From an optimization exercise on the open Yosys and OpenROAD flow, aimed at small area; shortcuts taken in it are not production practice.
Where RTL was checked, it was by simulation tests only, not by an equivalence proof against the original.
Power and IR drop assume default switching activity.

==> 05-02 <==
Design pusher_top, start of the top module:
module pusher_top (
    input  logic          clk,
    input  logic          rst_ff,
    input  logic          valid,
    input  logic          noop,
    input  logic [47:0]   particle_in,
    input  logic [191:0]  phi_in,
    output logic          valid_req,
    output logic [255:0]  raddr,
    output logic          valid_out,
    output logic [47:0]   particle_out,
    output logic          done
);
Settings: LEC_CHECK=0, CAP_MARGIN=20, CORE_MARGIN=2, CORE_UTILIZATION=65, PLACE_DENSITY=0.75, SLEW_MARGIN=20, SYNTH_HIERARCHICAL=1, SYNTH_MINIMUM_KEEP_SIZE=0; clock period 5.0 ns.
standard.sh (not shown) runs the stock make flow with config.mk's settings and CLKGATE_MAP_FILE= SYNTH_SCRIPT=/design/flow/synth_recipe.tcl, a recipe that flattens the netlist after the stock synthesis.
==> flow/flow/run.sh <==
#!/bin/bash
# The standard layout, with the smallest buffer on the ports and a clock tree of few, large buffers.
set -euo pipefail
export BUFFER_PORTS_ARGS="-buffer_cell sky130_fd_sc_hd__buf_1"
export CTS_ARGS="-sink_clustering_enable -repair_clock_nets -sink_clustering_size 14 -sink_clustering_max_diameter 40 -buf_list sky130_fd_sc_hd__clkbuf_8 -dont_use_dummy_load"
bash standard.sh > make_finish.log 2>&1
==> inputs of 09-15, as changes to 05-02 <==
==> flow/flow/run.sh (replaced) <==
#!/bin/bash
# The standard layout, with the smallest buffer on the ports and a clock tree of few, large buffers.
set -euo pipefail
export BUFFER_PORTS_ARGS="-buffer_cell sky130_fd_sc_hd__buf_1"
export CTS_ARGS="-sink_clustering_enable -repair_clock_nets -sink_clustering_size 20 -sink_clustering_max_diameter 50 -buf_list sky130_fd_sc_hd__clkbuf_8 -dont_use_dummy_load"
bash standard.sh > make_finish.log 2>&1
Settings changed: CORE_UTILIZATION 65 to 70, PLACE_DENSITY 0.75 to 0.85.
==> inputs of 01-17, as changes to 05-02 <==
==> flow/flow/run.sh (replaced) <==
#!/bin/bash
# The standard layout, with the smallest buffer on the ports and a clock tree of few, large buffers.
set -euo pipefail
export BUFFER_PORTS_ARGS="-buffer_cell sky130_fd_sc_hd__buf_1"
export CTS_ARGS="-sink_clustering_enable -repair_clock_nets -sink_clustering_size 20 -sink_clustering_max_diameter 50 -buf_list sky130_fd_sc_hd__clkbuf_16 -dont_use_dummy_load"
bash standard.sh > make_finish.log 2>&1
==> results.txt <==
item	05-02	09-15	01-17
Outcome	no timing/DRC/antenna violations	no timing/DRC/antenna violations	no timing/DRC/antenna violations
Maximum number of pins on one net before global-route repair	22	25	22
Routed length on met3	2390 µm	2050 µm	2240 µm
Worst path depth	9	10	10
Drt via density	4.63	4.76	4.64
Routed vias	10345	10512	10297
Combinational group share of total power	0.220	0.232	0.210
HPWL after DPL	28100 µm	28200 µm	28100 µm
Final critical delay including setup and external delays	3.92 ns	3.87 ns	3.88 ns
Number of cells after detailed placement	2180	2168	2180
Proportion of total power due to net switching	0.287	0.291	0.277
Standby leakage power	9.12 nW	9.02 nW	9.22 nW
Worst EP required	5.43 ns	5.49 ns	5.44 ns
Die W	181 µm	174 µm	181 µm
Count of non-filler cells in the finished layout	2235	2209	2220
Crit Reg-Reg Startpoint	fy6_st_0	p6[16]	fy6_st_0
Initial Util	0.663	0.710	0.663
Overall power of the completed layout	9.90 mW	9.66 mW	10.4 mW
WL/cell	15.5 µm	15.8 µm	15.6 µm
Clk network pwr share	0.223	0.199	0.258
Overall die height	181 µm	174 µm	181 µm
Max rail drop VDD	0.343 mV	0.333 mV	0.312 mV
Count of fill cells added during filler insertion	2189	1785	2142
CTS Root Cell	clkbuf_8	clkbuf_8	clkbuf_16
Power of the clock network	2.21 mW	1.92 mW	2.68 mW
Seq power	5.52 mW	5.50 mW	5.52 mW
Core area	0.0307 mm²	0.0286 mm²	0.0307 mm²
Function was not checked in any run of this note: the RTL went through the layout flow alone.

---

==> inputs of run E <==
Another version of the RTL of pusher_top (not shown whole).
==> flow/config.mk <==
export PLATFORM = sky130hd
export DESIGN_NAME = pusher_top
export DESIGN_NICKNAME = pusher_top
export VERILOG_FILES = /design/flow/design.v
export SDC_FILE = /design/flow/constraint.sdc
export NUM_CORES = 4
export LEC_CHECK = 0
export CAP_MARGIN = 20
export CORE_MARGIN = 2
export CORE_UTILIZATION = 70
export PLACE_DENSITY = 0.85
export SLEW_MARGIN = 20
export SYNTH_HIERARCHICAL = 1
export SYNTH_MINIMUM_KEEP_SIZE = 0
==> flow/constraint.sdc <==
create_clock -name core_clock -period 5.0 [get_ports {clk}]
set_input_delay 1.0000 -clock core_clock [delete_from_list [all_inputs] [get_ports {clk}]]
set_output_delay 1.0000 -clock core_clock [all_outputs]
set_load 0.01 [all_outputs]
==> flow/flow/run.sh <==
#!/bin/bash
# The standard layout, with the smallest buffer on the ports and a clock tree of few, large buffers.
set -euo pipefail
export BUFFER_PORTS_ARGS="-buffer_cell sky130_fd_sc_hd__buf_1"
export CTS_ARGS="-sink_clustering_enable -repair_clock_nets -sink_clustering_size 20 -sink_clustering_max_diameter 50 -buf_list sky130_fd_sc_hd__clkbuf_8 -dont_use_dummy_load"
bash standard.sh > make_finish.log 2>&1
==> run G: changes against run E <==
--- a/flow/design.v
+++ b/flow/design.v
@@ -26,13 +26,13 @@
         if (rst_ff)    cnt <= '0;
         else if (v[9]) cnt <= cnt + 4'd1;
     end
     assign done = &cnt;
     logic [7:0] in_pyf, in_pxf, in_rf;
-    assign in_pyf = particle_in[39:32];
-    assign in_pxf = particle_in[23:16];
-    assign in_rf  = particle_in[9:2];
+    assign in_pyf = p1[39:32];
+    assign in_pxf = p1[23:16];
+    assign in_rf  = p1[9:2];
     logic [8:0] k_x0, k_x1, k_y2, k_y3;
     always_comb begin
         k_x0[0] = 1'b1;    
         k_x1[0] = 1'b0;    
         k_y2[0] = 1'b1;
@@ -43,16 +43,14 @@
             k_y2[i+1] = (in_pyf[i] & ~in_rf[i]) | (in_pyf[i] & k_y2[i]) | (~in_rf[i] & k_y2[i]);
             k_y3[i+1] = (in_pyf[i] &  in_rf[i]) | (in_pyf[i] & k_y3[i]) | ( in_rf[i] & k_y3[i]);
         end
     end
     logic c1_x0, c1_x1, c1_y2, c1_y3;
-    always_ff @(posedge clk) begin
-        c1_x0 <= k_x0[8];
-        c1_x1 <= k_x1[8];
-        c1_y2 <= k_y2[8];
-        c1_y3 <= k_y3[8];
-    end
+    assign c1_x0 = k_x0[8];
+    assign c1_x1 = k_x1[8];
+    assign c1_y2 = k_y2[8];
+    assign c1_y3 = k_y3[8];
     logic [7:0] w_x0, w_x1, w_y2, w_y3;
     logic [7:0] gy [4];
     logic [7:0] gx [4];
     assign gy[0] = p2[47:40]; assign gx[0] = w_x0;
     assign gy[1] = p2[47:40]; assign gx[1] = w_x1;
==> flow/flow/run.sh (replaced) <==
#!/bin/bash
# The standard layout, with the smallest buffer on the ports and a clock tree of few, large buffers.
set -euo pipefail
export BUFFER_PORTS_ARGS="-buffer_cell sky130_fd_sc_hd__buf_1"
export CTS_ARGS="-sink_clustering_enable -repair_clock_nets -sink_clustering_size 20 -sink_clustering_max_diameter 60 -buf_list sky130_fd_sc_hd__clkbuf_8 -dont_use_dummy_load"
bash standard.sh > make_finish.log 2>&1
==> run F: changes against run E <==
--- a/flow/design.v
+++ b/flow/design.v
@@ -26,13 +26,13 @@
         if (rst_ff)    cnt <= '0;
         else if (v[9]) cnt <= cnt + 4'd1;
     end
     assign done = &cnt;
     logic [7:0] in_pyf, in_pxf, in_rf;
-    assign in_pyf = particle_in[39:32];
-    assign in_pxf = particle_in[23:16];
-    assign in_rf  = particle_in[9:2];
+    assign in_pyf = p1[39:32];
+    assign in_pxf = p1[23:16];
+    assign in_rf  = p1[9:2];
     logic [8:0] k_x0, k_x1, k_y2, k_y3;
     always_comb begin
         k_x0[0] = 1'b1;    
         k_x1[0] = 1'b0;    
         k_y2[0] = 1'b1;
@@ -43,16 +43,14 @@
             k_y2[i+1] = (in_pyf[i] & ~in_rf[i]) | (in_pyf[i] & k_y2[i]) | (~in_rf[i] & k_y2[i]);
             k_y3[i+1] = (in_pyf[i] &  in_rf[i]) | (in_pyf[i] & k_y3[i]) | ( in_rf[i] & k_y3[i]);
         end
     end
     logic c1_x0, c1_x1, c1_y2, c1_y3;
-    always_ff @(posedge clk) begin
-        c1_x0 <= k_x0[8];
-        c1_x1 <= k_x1[8];
-        c1_y2 <= k_y2[8];
-        c1_y3 <= k_y3[8];
-    end
+    assign c1_x0 = k_x0[8];
+    assign c1_x1 = k_x1[8];
+    assign c1_y2 = k_y2[8];
+    assign c1_y3 = k_y3[8];
     logic [7:0] w_x0, w_x1, w_y2, w_y3;
     logic [7:0] gy [4];
     logic [7:0] gx [4];
     assign gy[0] = p2[47:40]; assign gx[0] = w_x0;
     assign gy[1] = p2[47:40]; assign gx[1] = w_x1;
==> flow/flow/run.sh (replaced) <==
#!/bin/bash
# The standard layout, with the smallest buffer on the ports and a clock tree of few, large buffers.
set -euo pipefail
export BUFFER_PORTS_ARGS="-buffer_cell sky130_fd_sc_hd__buf_1"
export CTS_ARGS="-sink_clustering_enable -repair_clock_nets -sink_clustering_size 22 -sink_clustering_max_diameter 40 -buf_list sky130_fd_sc_hd__clkbuf_8 -dont_use_dummy_load"
bash standard.sh > make_finish.log 2>&1
==> results.py <==
metrics = {
    "run_status": {
        "status": "complete, no violations",
    },
    "global_route": {
        "grt_pass1_vias": 10393,
        "use_met1": 0.274,
    },
    "final_layout": {
        "final_area_um2": 20800,
        "clkCellAreaFrac": 0.0252,
    },
    "routing": {
        "m1WireLength_um": 13300,
    },
    "sta": {
        "timing.fmax_mhz": 207,
        "worst_pin_slew_ns": 0.826,
        "worst_slack_ns": 0.159,
    },
    "power": {
        "powerSeq_uw": 5140,
        "p_per_area_nw_per_um2": 458,
        "p_sw_uw": 2860,
    },
    "floorplanning": {
        "fp.dieW_um": 171,
    },
}
(the above is from run E)
==> results.py <==
metrics = {
    "run_status": {
        "status": "complete, no violations",
    },
    "final_layout": {
        "final_area_um2": 20600,
        "clkCellAreaFrac": 0.0227,
        "fin_nets": 2236,
        "final_common_cell": "buf_1",
    },
    "power": {
        "powerSeq_uw": 5130,
        "p_sw_uw": 2870,
        "p_per_area_nw_per_um2": 457,
    },
    "floorplanning": {
        "fp.dieW_um": 171,
    },
    "sta": {
        "worst_pin_slew_ns": 0.852,
        "worst_slack_ns": 0.165,
        "timing.fmax_mhz": 207,
    },
    "global_route": {
        "grt_pass1_vias": 10461,
    },
    "logic_synthesis": {
        "syn_inst": 1425,
    },
    "routing": {
        "m1WireLength_um": 15200,
    },
}
(the above is from run G)
==> results.py <==
metrics = {
    "sta": {
        "rsz0062_at_grt": "false",
        "timing.fmax_mhz": 206,
        "worst_pin_slew_ns": 0.844,
        "worst_slack_ns": 0.137,
    },
    "final_layout": {
        "buf_share": 0.101,
        "final_area_um2": 20700,
        "clkCellAreaFrac": 0.0279,
        "num_antenna_cells": 4,
    },
    "power": {
        "p_per_area_nw_per_um2": 463,
        "powerSeq_uw": 5130,
        "p_sw_uw": 2910,
    },
    "global_route": {
        "grt_pass1_vias": 10602,
    },
    "run_status": {
        "status": "complete, no violations",
    },
    "floorplanning": {
        "fp.dieW_um": 171,
    },
    "hold_path": {
        "hp-class": "flip-flop to flip-flop",
    },
    "routing": {
        "m1WireLength_um": 15300,
    },
}
(the above is from run F)

what the ideal ports hide:
The flow's constraints put no driver on any port. The routed layouts listed below were extracted and timed again, unchanged, in two steps. Step 1, drivers: a clkbuf_16 drives clk and a buf_2 each remaining input, both assumed. Step 2 also shifts input and output timing later by t, the mid clock arrival at the registers, as if the neighbouring blocks saw the same clock. Slacks: ideal ports / drivers / drivers and shift; pairs: ideal ports / drivers.
run | t, ns | setup slack, ns | worst hold slack (ns) | clock arrival spread, ns
05-02 | 0.597 | 1.076 / 1.076 / 1.076 | 0.277 / 0.277 / 0.277 | 0.082 / 0.082
09-15 | 0.565 | 1.133 / 1.133 / 1.119 | 0.271 / 0.271 / 0.271 | 0.076 / 0.076
01-17 | 0.552 | 1.122 / 1.122 / 1.102 | 0.292 / 0.292 / 0.292 | 0.063 / 0.063
run E | 0.559 | 0.159 / 0.113 / -0.044 | 0.269 / 0.269 / 0.269 | 0.094 / 0.093
run G | 0.552 | 0.165 / 0.118 / -0.063 | 0.266 / 0.266 / 0.266 | 0.123 / 0.123
run F | 0.576 | 0.137 / 0.091 / -0.076 | 0.212 / 0.212 / 0.212 | 0.120 / 0.120
With both steps, setup timing fails in run E, run G and run F, where it was met with ideal ports. For run G, which loses most, drivers alone change the setup slack by -0.047 ns; drivers and shift together by -0.228 ns.
